Background: an optimization exercise with open tools, aiming at small area. Do not read the settings as production practice. The RTL was checked by simulation tests, not by an equivalence proof against the original design.

==> run G: inputs <==
==> flow/design.v <==
module gc_controller_param #(
    parameter int BLK_W         = 8,
    parameter int PAGES_PER_BLK = 64,
    parameter int FREE_HIGH     = 8,
    parameter int FREE_LOW      = 2
) (
    input  logic             CLK,
    input  logic             nRST,
    input  logic             gc_ini,
    input  logic             gc_start,
    input  logic             invalid_flag,
    input  logic [BLK_W-1:0] invalid_blk_num,
    input  logic             new_active_request,
    input  logic             move_done_flag,
    output logic             gc_request,
    output logic             gc_interrupt,
    output logic             req_done,
    output logic [BLK_W-1:0] erase_blk_num,
    output logic [BLK_W-1:0] active_blk_num,
    output logic             move_flag,
    output logic [BLK_W:0]   free_cnt,
    output logic             busy
);
    localparam int NUM_BLK = 1 << BLK_W;
    localparam int PC_W    = $clog2(PAGES_PER_BLK + 1);
    localparam int Q_N     = FREE_HIGH;
    localparam int Q_W     = (Q_N > 1) ? $clog2(Q_N) : 1;
    localparam logic [PC_W-1:0]  PC_MAX      = PC_W'(PAGES_PER_BLK);
    localparam logic [BLK_W-1:0] LAST_IDX    = BLK_W'(NUM_BLK - 1);
    localparam logic [BLK_W-1:0] ONE_BLK     = BLK_W'(1);
    localparam logic [BLK_W:0]   ONE_FC      = (BLK_W + 1)'(1);
    localparam logic [BLK_W:0]   FREE_HIGH_C = (BLK_W + 1)'(FREE_HIGH);
    localparam logic [BLK_W:0]   FREE_LOW_C  = (BLK_W + 1)'(FREE_LOW);
    typedef enum logic [2:0] {
        ST_UNINIT = 3'd0,
        ST_INIT   = 3'd1,
        ST_IDLE   = 3'd2,
        ST_REQ    = 3'd3,
        ST_SCAN   = 3'd4,
        ST_MOVE   = 3'd5,
        ST_ERASE  = 3'd6,
        ST_DONE   = 3'd7
    } state_t;
    state_t           state_q, state_d;
    logic [BLK_W-1:0] idx_q, idx_d;
    logic [BLK_W:0]   free_cnt_q, free_cnt_d;
    logic [BLK_W-1:0] active_q, active_d;
    logic [BLK_W-1:0] erase_blk_q, erase_blk_d;
    logic [BLK_W-1:0] best_blk_q, best_blk_d;
    logic [PC_W-1:0]  best_cnt_q, best_cnt_d;
    logic             best_vld_q, best_vld_d;
    logic             iseg_q, iseg_d;
    logic [BLK_W-1:0] ihead_q, ihead_d;
    logic [Q_N-1:0][BLK_W-1:0] qd_q;
    logic [Q_N-1:0]   qv_q, qv_d;
    logic [Q_W-1:0]   qrd_q, qrd_d;
    logic [Q_W-1:0]   qwr_q, qwr_d;
    logic [PC_W-1:0]  inv_cnt_q [NUM_BLK];
    logic             live;
    logic             push_en;
    logic             pop_en;
    logic             inc_en;
    logic             clr_en;
    logic [PC_W-1:0]  scan_rd;
    logic             in_free;
    logic             cand;
    logic             take;
    logic             nb_vld;
    logic [PC_W-1:0]  nb_cnt;
    logic [BLK_W-1:0] nb_blk;
    assign live = (state_q != ST_UNINIT) && (state_q != ST_INIT);
    always_comb begin
        in_free = iseg_q && (idx_q >= ihead_q);
        for (int j = 0; j < Q_N; j++) begin
            if (qv_q[j] && (qd_q[j] == idx_q)) in_free = 1'b1;
        end
    end
    always_comb begin
        state_d     = state_q;
        idx_d       = idx_q;
        free_cnt_d  = free_cnt_q;
        active_d    = active_q;
        erase_blk_d = erase_blk_q;
        best_blk_d  = best_blk_q;
        best_cnt_d  = best_cnt_q;
        best_vld_d  = best_vld_q;
        iseg_d      = iseg_q;
        ihead_d     = ihead_q;
        qv_d        = qv_q;
        qrd_d       = qrd_q;
        qwr_d       = qwr_q;
        push_en = 1'b0;
        pop_en  = 1'b0;
        cand   = 1'b0;
        take   = 1'b0;
        nb_vld = best_vld_q;
        nb_cnt = best_cnt_q;
        nb_blk = best_blk_q;
        if (gc_ini) begin
            state_d    = ST_INIT;
            idx_d      = '0;
            free_cnt_d = '0;
            iseg_d     = 1'b1;
            ihead_d    = ONE_BLK;
            qv_d       = '0;
            qrd_d      = '0;
            qwr_d      = '0;
        end else begin
            case (state_q)
                ST_UNINIT: begin
                    state_d = ST_UNINIT;
                end
                ST_INIT: begin
                    if (idx_q != '0) begin
                        push_en = 1'b1;
                    end
                    idx_d = idx_q + ONE_BLK;
                    if (idx_q == LAST_IDX) begin
                        state_d  = ST_IDLE;
                        active_d = '0;
                    end
                end
                ST_IDLE: begin
                    if (free_cnt_q < FREE_HIGH_C) begin
                        state_d = ST_REQ;
                    end
                end
                ST_REQ: begin
                    if (gc_start) begin
                        state_d    = ST_SCAN;
                        idx_d      = '0;
                        best_vld_d = 1'b0;
                        best_cnt_d = '0;
                        best_blk_d = '0;
                    end else if (free_cnt_q >= FREE_HIGH_C) begin
                        state_d = ST_IDLE;
                    end
                end
                ST_SCAN: begin
                    cand = !in_free && (idx_q != active_q);
                    take = cand && (!best_vld_q || (scan_rd > best_cnt_q));
                    if (take) begin
                        nb_vld = 1'b1;
                        nb_cnt = scan_rd;
                        nb_blk = idx_q;
                    end
                    best_vld_d = nb_vld;
                    best_cnt_d = nb_cnt;
                    best_blk_d = nb_blk;
                    idx_d      = idx_q + ONE_BLK;
                    if (idx_q == LAST_IDX) begin
                        erase_blk_d = nb_blk;
                        idx_d       = nb_blk;
                        if (!nb_vld || (nb_cnt == '0)) begin
                            state_d = ST_DONE;
                        end else if (nb_cnt == PC_MAX) begin
                            state_d = ST_ERASE;
                        end else begin
                            state_d = ST_MOVE;
                        end
                    end
                end
                ST_MOVE: begin
                    if (move_done_flag) begin
                        state_d = ST_ERASE;
                    end
                end
                ST_ERASE: begin
                    push_en = 1'b1;
                    state_d = ST_DONE;
                end
                ST_DONE: begin
                    state_d = ST_IDLE;
                end
                default: begin
                    state_d = ST_UNINIT;
                end
            endcase
            if (live && new_active_request && (free_cnt_q != '0)) begin
                pop_en = 1'b1;
            end
            if (pop_en) begin
                if (iseg_q) begin
                    active_d = ihead_q;
                    ihead_d  = ihead_q + ONE_BLK;
                    if (ihead_q == LAST_IDX) iseg_d = 1'b0;
                end else begin
                    active_d     = qd_q[qrd_q];
                    qv_d[qrd_q]  = 1'b0;
                    qrd_d        = qrd_q + Q_W'(1);
                end
            end
            if (push_en && (state_q == ST_ERASE)) begin
                qv_d[qwr_q] = 1'b1;
                qwr_d       = qwr_q + Q_W'(1);
            end
            if (push_en && !pop_en) begin
                free_cnt_d = free_cnt_q + ONE_FC;
            end else if (pop_en && !push_en) begin
                free_cnt_d = free_cnt_q - ONE_FC;
            end
        end
    end
    always_ff @(posedge CLK) begin
        if (!nRST) begin
            state_q     <= ST_UNINIT;
            free_cnt_q  <= '0;
            active_q    <= '0;
            erase_blk_q <= '0;
        end else begin
            state_q     <= state_d;
            free_cnt_q  <= free_cnt_d;
            active_q    <= active_d;
            erase_blk_q <= erase_blk_d;
        end
    end
    always_ff @(posedge CLK) begin
        idx_q      <= idx_d;
        best_blk_q <= best_blk_d;
        best_cnt_q <= best_cnt_d;
        best_vld_q <= best_vld_d;
        iseg_q     <= iseg_d;
        ihead_q    <= ihead_d;
        qv_q       <= qv_d;
        qrd_q      <= qrd_d;
        qwr_q      <= qwr_d;
    end
    always_ff @(posedge CLK) begin
        if (!gc_ini && (state_q == ST_ERASE)) begin
            qd_q[qwr_q] <= erase_blk_q;
        end
    end
    localparam logic [15:0] FB_TT = 16'h2a55;
    function automatic logic [PC_W-1:0] cnt_next(input logic [PC_W-1:0] s);
        cnt_next = {s[PC_W-2:0], FB_TT[{s[6], s[2], s[1], s[0]}]};
    endfunction
    function automatic logic [PC_W-1:0] cnt_value(input logic [PC_W-1:0] s);
        logic [PC_W-1:0] r;
        case (s)
            7'd0: r = 7'd0;
            7'd1: r = 7'd1;
            7'd2: r = 7'd2;
            7'd4: r = 7'd40;
            7'd5: r = 7'd3;
            7'd7: r = 7'd64;
            7'd8: r = 7'd19;
            7'd9: r = 7'd41;
            7'd10: r = 7'd4;
            7'd11: r = 7'd23;
            7'd14: r = 7'd64;
            7'd16: r = 7'd37;
            7'd17: r = 7'd20;
            7'd18: r = 7'd42;
            7'd19: r = 7'd50;
            7'd20: r = 7'd45;
            7'd21: r = 7'd5;
            7'd22: r = 7'd24;
            7'd24: r = 7'd15;
            7'd27: r = 7'd53;
            7'd28: r = 7'd32;
            7'd29: r = 7'd64;
            7'd33: r = 7'd38;
            7'd34: r = 7'd21;
            7'd36: r = 7'd48;
            7'd37: r = 7'd43;
            7'd38: r = 7'd51;
            7'd39: r = 7'd30;
            7'd41: r = 7'd46;
            7'd42: r = 7'd6;
            7'd43: r = 7'd8;
            7'd44: r = 7'd10;
            7'd45: r = 7'd25;
            7'd46: r = 7'd64;
            7'd48: r = 7'd64;
            7'd49: r = 7'd16;
            7'd51: r = 7'd12;
            7'd52: r = 7'd27;
            7'd54: r = 7'd54;
            7'd55: r = 7'd57;
            7'd56: r = 7'd60;
            7'd57: r = 7'd33;
            7'd58: r = 7'd64;
            7'd59: r = 7'd64;
            7'd66: r = 7'd39;
            7'd67: r = 7'd64;
            7'd68: r = 7'd18;
            7'd69: r = 7'd22;
            7'd71: r = 7'd63;
            7'd72: r = 7'd36;
            7'd73: r = 7'd49;
            7'd74: r = 7'd44;
            7'd76: r = 7'd14;
            7'd77: r = 7'd52;
            7'd78: r = 7'd31;
            7'd82: r = 7'd47;
            7'd83: r = 7'd29;
            7'd85: r = 7'd7;
            7'd86: r = 7'd9;
            7'd87: r = 7'd64;
            7'd88: r = 7'd64;
            7'd89: r = 7'd11;
            7'd90: r = 7'd26;
            7'd91: r = 7'd56;
            7'd92: r = 7'd59;
            7'd93: r = 7'd64;
            7'd97: r = 7'd64;
            7'd98: r = 7'd17;
            7'd99: r = 7'd62;
            7'd100: r = 7'd35;
            7'd102: r = 7'd13;
            7'd105: r = 7'd28;
            7'd107: r = 7'd64;
            7'd108: r = 7'd64;
            7'd109: r = 7'd55;
            7'd110: r = 7'd58;
            7'd113: r = 7'd61;
            7'd114: r = 7'd34;
            7'd117: r = 7'd64;
            7'd118: r = 7'd64;
            default: r = '0;
        endcase
        cnt_value = r;
    endfunction
    logic [NUM_BLK-1:0] sel_idx;
    logic [NUM_BLK-1:0] sel_inc;
    logic [PC_W-1:0]    scan_st;
    assign inc_en = live && invalid_flag &&
                    !((state_q == ST_ERASE) && (invalid_blk_num == idx_q));
    assign clr_en = (state_q == ST_INIT) || (state_q == ST_ERASE);
    logic [PC_W-1:0][NUM_BLK-1:0] scan_terms;
    always_comb begin
        for (int i = 0; i < NUM_BLK; i++) begin
            sel_idx[i] = (idx_q == BLK_W'(i));
            sel_inc[i] = inc_en && (invalid_blk_num == BLK_W'(i));
            for (int b = 0; b < PC_W; b++) begin
                scan_terms[b][i] = sel_idx[i] && inv_cnt_q[i][b];
            end
        end
        for (int b = 0; b < PC_W; b++) begin
            scan_st[b] = |scan_terms[b];
        end
    end
    assign scan_rd = cnt_value(scan_st);
    for (genvar i = 0; i < NUM_BLK; i++) begin : g_cnt
        logic hold;
        assign hold = !(sel_inc[i] || (clr_en && sel_idx[i]));
        always_ff @(posedge CLK) begin
            inv_cnt_q[i] <= ({PC_W{sel_inc[i]}} & cnt_next(inv_cnt_q[i])) |
                            ({PC_W{hold}} & inv_cnt_q[i]);
        end
    end
    assign gc_request     = (state_q == ST_REQ);
    assign gc_interrupt   = (state_q == ST_REQ) && (free_cnt_q <= FREE_LOW_C);
    assign req_done       = (state_q == ST_DONE);
    assign move_flag      = (state_q == ST_MOVE);
    assign busy           = (state_q == ST_INIT) || (state_q == ST_SCAN) ||
                            (state_q == ST_MOVE) || (state_q == ST_ERASE) ||
                            (state_q == ST_DONE);
    assign erase_blk_num  = erase_blk_q;
    assign active_blk_num = active_q;
    assign free_cnt       = free_cnt_q;
endmodule
==> flow/run.sh <==
#!/bin/bash
# synth_recipe.tcl (not shown) runs the flow's synth.tcl, then flattens the netlist and writes it again
# the make line also repeats each setting of config.mk as NAME=value (left out here)
make -C /OpenROAD-flow-scripts/flow DESIGN_CONFIG=/design/flow/config.mk WORK_HOME=/design/flow/orfs CLKGATE_MAP_FILE= SYNTH_SCRIPT=/design/flow/synth_recipe.tcl finish
==> flow/config.mk <==
export PLATFORM = sky130hd
export DESIGN_NAME = gc_controller_param
export DESIGN_NICKNAME = gc_controller_param
export VERILOG_FILES = /design/flow/design.v
export SDC_FILE = /design/flow/constraint.sdc
export NUM_CORES = 4
export LEC_CHECK = 0
export ABC_AREA = 1
export CAP_MARGIN = 20
export CELL_PAD_IN_SITES_DETAIL_PLACEMENT = 0
export CELL_PAD_IN_SITES_GLOBAL_PLACEMENT = 0
export CORE_MARGIN = 2
export CORE_UTILIZATION = 50
export CTS_BUF_LIST = sky130_fd_sc_hd__clkbuf_4
export CTS_CLUSTER_DIAMETER = 30
export CTS_CLUSTER_SIZE = 8
export PLACE_DENSITY = 0.62
export SLEW_MARGIN = 20
==> flow/constraint.sdc <==
create_clock -name core_clock -period 10.0 [get_ports {CLK}]
set_input_delay 2.0000 -clock core_clock [delete_from_list [all_inputs] [get_ports {CLK}]]
set_output_delay 2.0000 -clock core_clock [all_outputs]
set_load 0.01 [all_outputs]
==> run R (differences from run G) <==
==> flow/flow/run.sh (new file) <==
#!/bin/bash
# Own layout flow: the standard flow, except that
#  - synthesis maps the logic with an area-oriented ABC script (flow/area.abc)
#    in place of ORFS's; everything else in synthesis is synth_recipe.tcl
#    unchanged, so registers keep the standard names and cells;
#  - clock tree synthesis adds no dummy loads and uses small clock buffers
#    in small clusters.
# Each tool's output goes to a log file in the work folder.
set -euo pipefail
W=$PWD
FL=$W/flow
ORFS=$W/orfs

cat > "$W/own_synth.tcl" <<EOF
proc abc {args} {
  set i [lsearch -exact \$args -script]
  if {\$i >= 0} { lset args [expr {\$i + 1}] $FL/area.abc }
  yosys abc {*}\$args
}
source $W/synth_recipe.tcl
EOF

make -C "$FLOW_HOME" DESIGN_CONFIG="$W/config.mk" WORK_HOME="$ORFS" CLKGATE_MAP_FILE= \
  SYNTH_SCRIPT="$W/own_synth.tcl" synth > "$W/own_synth.log" 2>&1

export CTS_ARGS="-sink_clustering_enable -repair_clock_nets -dont_use_dummy_load -buf_list sky130_fd_sc_hd__clkbuf_4 -sink_clustering_size 8 -sink_clustering_max_diameter 30"
bash "$W/standard.sh" > "$W/own_layout.log" 2>&1
==> flow/flow/area.abc (new file) <==
strash; &get -n; &dch -f; &nf -R 1000; &put; topo; stime -c; buffer -c; upsize -c; dnsize -c
==> flow/standard.sh (new file) <==
#!/bin/bash
# synth_recipe.tcl (not shown) runs the flow's synth.tcl, then flattens the netlist and writes it again
# the make line also repeats each setting of config.mk as NAME=value (left out here)
make -C /OpenROAD-flow-scripts/flow DESIGN_CONFIG=/design/flow/config.mk WORK_HOME=/design/flow/orfs CLKGATE_MAP_FILE= SYNTH_SCRIPT=/design/flow/synth_recipe.tcl "${@:-finish}"
==> flow/config.mk (replaced) <==
export PLATFORM = sky130hd
export DESIGN_NAME = gc_controller_param
export DESIGN_NICKNAME = gc_controller_param
export VERILOG_FILES = /design/flow/design.v
export SDC_FILE = /design/flow/constraint.sdc
export NUM_CORES = 4
export LEC_CHECK = 0
export CAP_MARGIN = 20
export CELL_PAD_IN_SITES_DETAIL_PLACEMENT = 0
export CELL_PAD_IN_SITES_GLOBAL_PLACEMENT = 0
export CORE_MARGIN = 2
export CORE_UTILIZATION = 50
export GPL_TIMING_DRIVEN = 0
export PLACE_DENSITY = 0.62
export SETUP_SLACK_MARGIN = 0.2
export SLEW_MARGIN = 20
removed: flow/run.sh
==> qor summary <==
| quantity | run R | run G |
|---|---|---|
| Result of the run | finished clean | finished clean |
| Effective utilization at floorplan | 0.502 | 0.503 |
| WP data arrival | 10950 ps | 9980 ps |
| Number of clock buffers in the layout | 436 | 510 |
| Final worst-path setup slack | 334 ps | 1390 ps |
| FILL cells | 14200 | 17500 |
| Hold wc startpoint | inv_cnt_q[184][5] | inv_cnt_q[155][2] |
| Post-layout nets | 8767 | 13100 |
| Buffers excl. clock | 237 | 158 |
| Logic depth of the worst setup path including buffers | 34 | 37 |
| Library cells used by synthesis | 71 | 47 |
| Met1 track demand over resource | 0.485 | 0.513 |
| Number of search-and-repair iterations in the first detailed-routing pass | 8 | 6 |
| Post-synthesis adder-cell area fraction | 0.00793 | 0.00700 |
| Wire length of the first global-routing pass | 422000 um | 533000 um |
| Xor and xnor area share after synthesis | 0.0110 | 0.00306 |
| Antenna violations before repair | 27 | 23 |

re-timing with driven ports:
In the flow no input, the clock included, has a driving cell. The finished layouts below were timed again as built, in two steps.
Step 1 assumes that a clkbuf_16 drives the clock port and a buf_2 every other input.
Step 2, shift: input delay + t, output delay - t, t = (earliest + latest rising clock arrival at the registers) / 2. This alone moves slack from input paths to output paths.
a / b / c = ideal / step 1 / step 2; a / b = the first two.
| run | shift t [ns] | slack for setup (ns) | worst hold slack (ns) | worst setup path at the end | worst slew at a driven data input, ns |
|---|---|---|---|---|---|
| run G | 1.571 | 1.388 / 1.388 / 1.388 | 0.426 / 0.426 / 0.426 | register to register | 0.10 |
| run R | 1.446 | 0.334 / 0.334 / 0.334 | 0.419 / 0.419 / 0.419 | register to register | 0.04 |
After both steps every run listed still meets setup and hold.
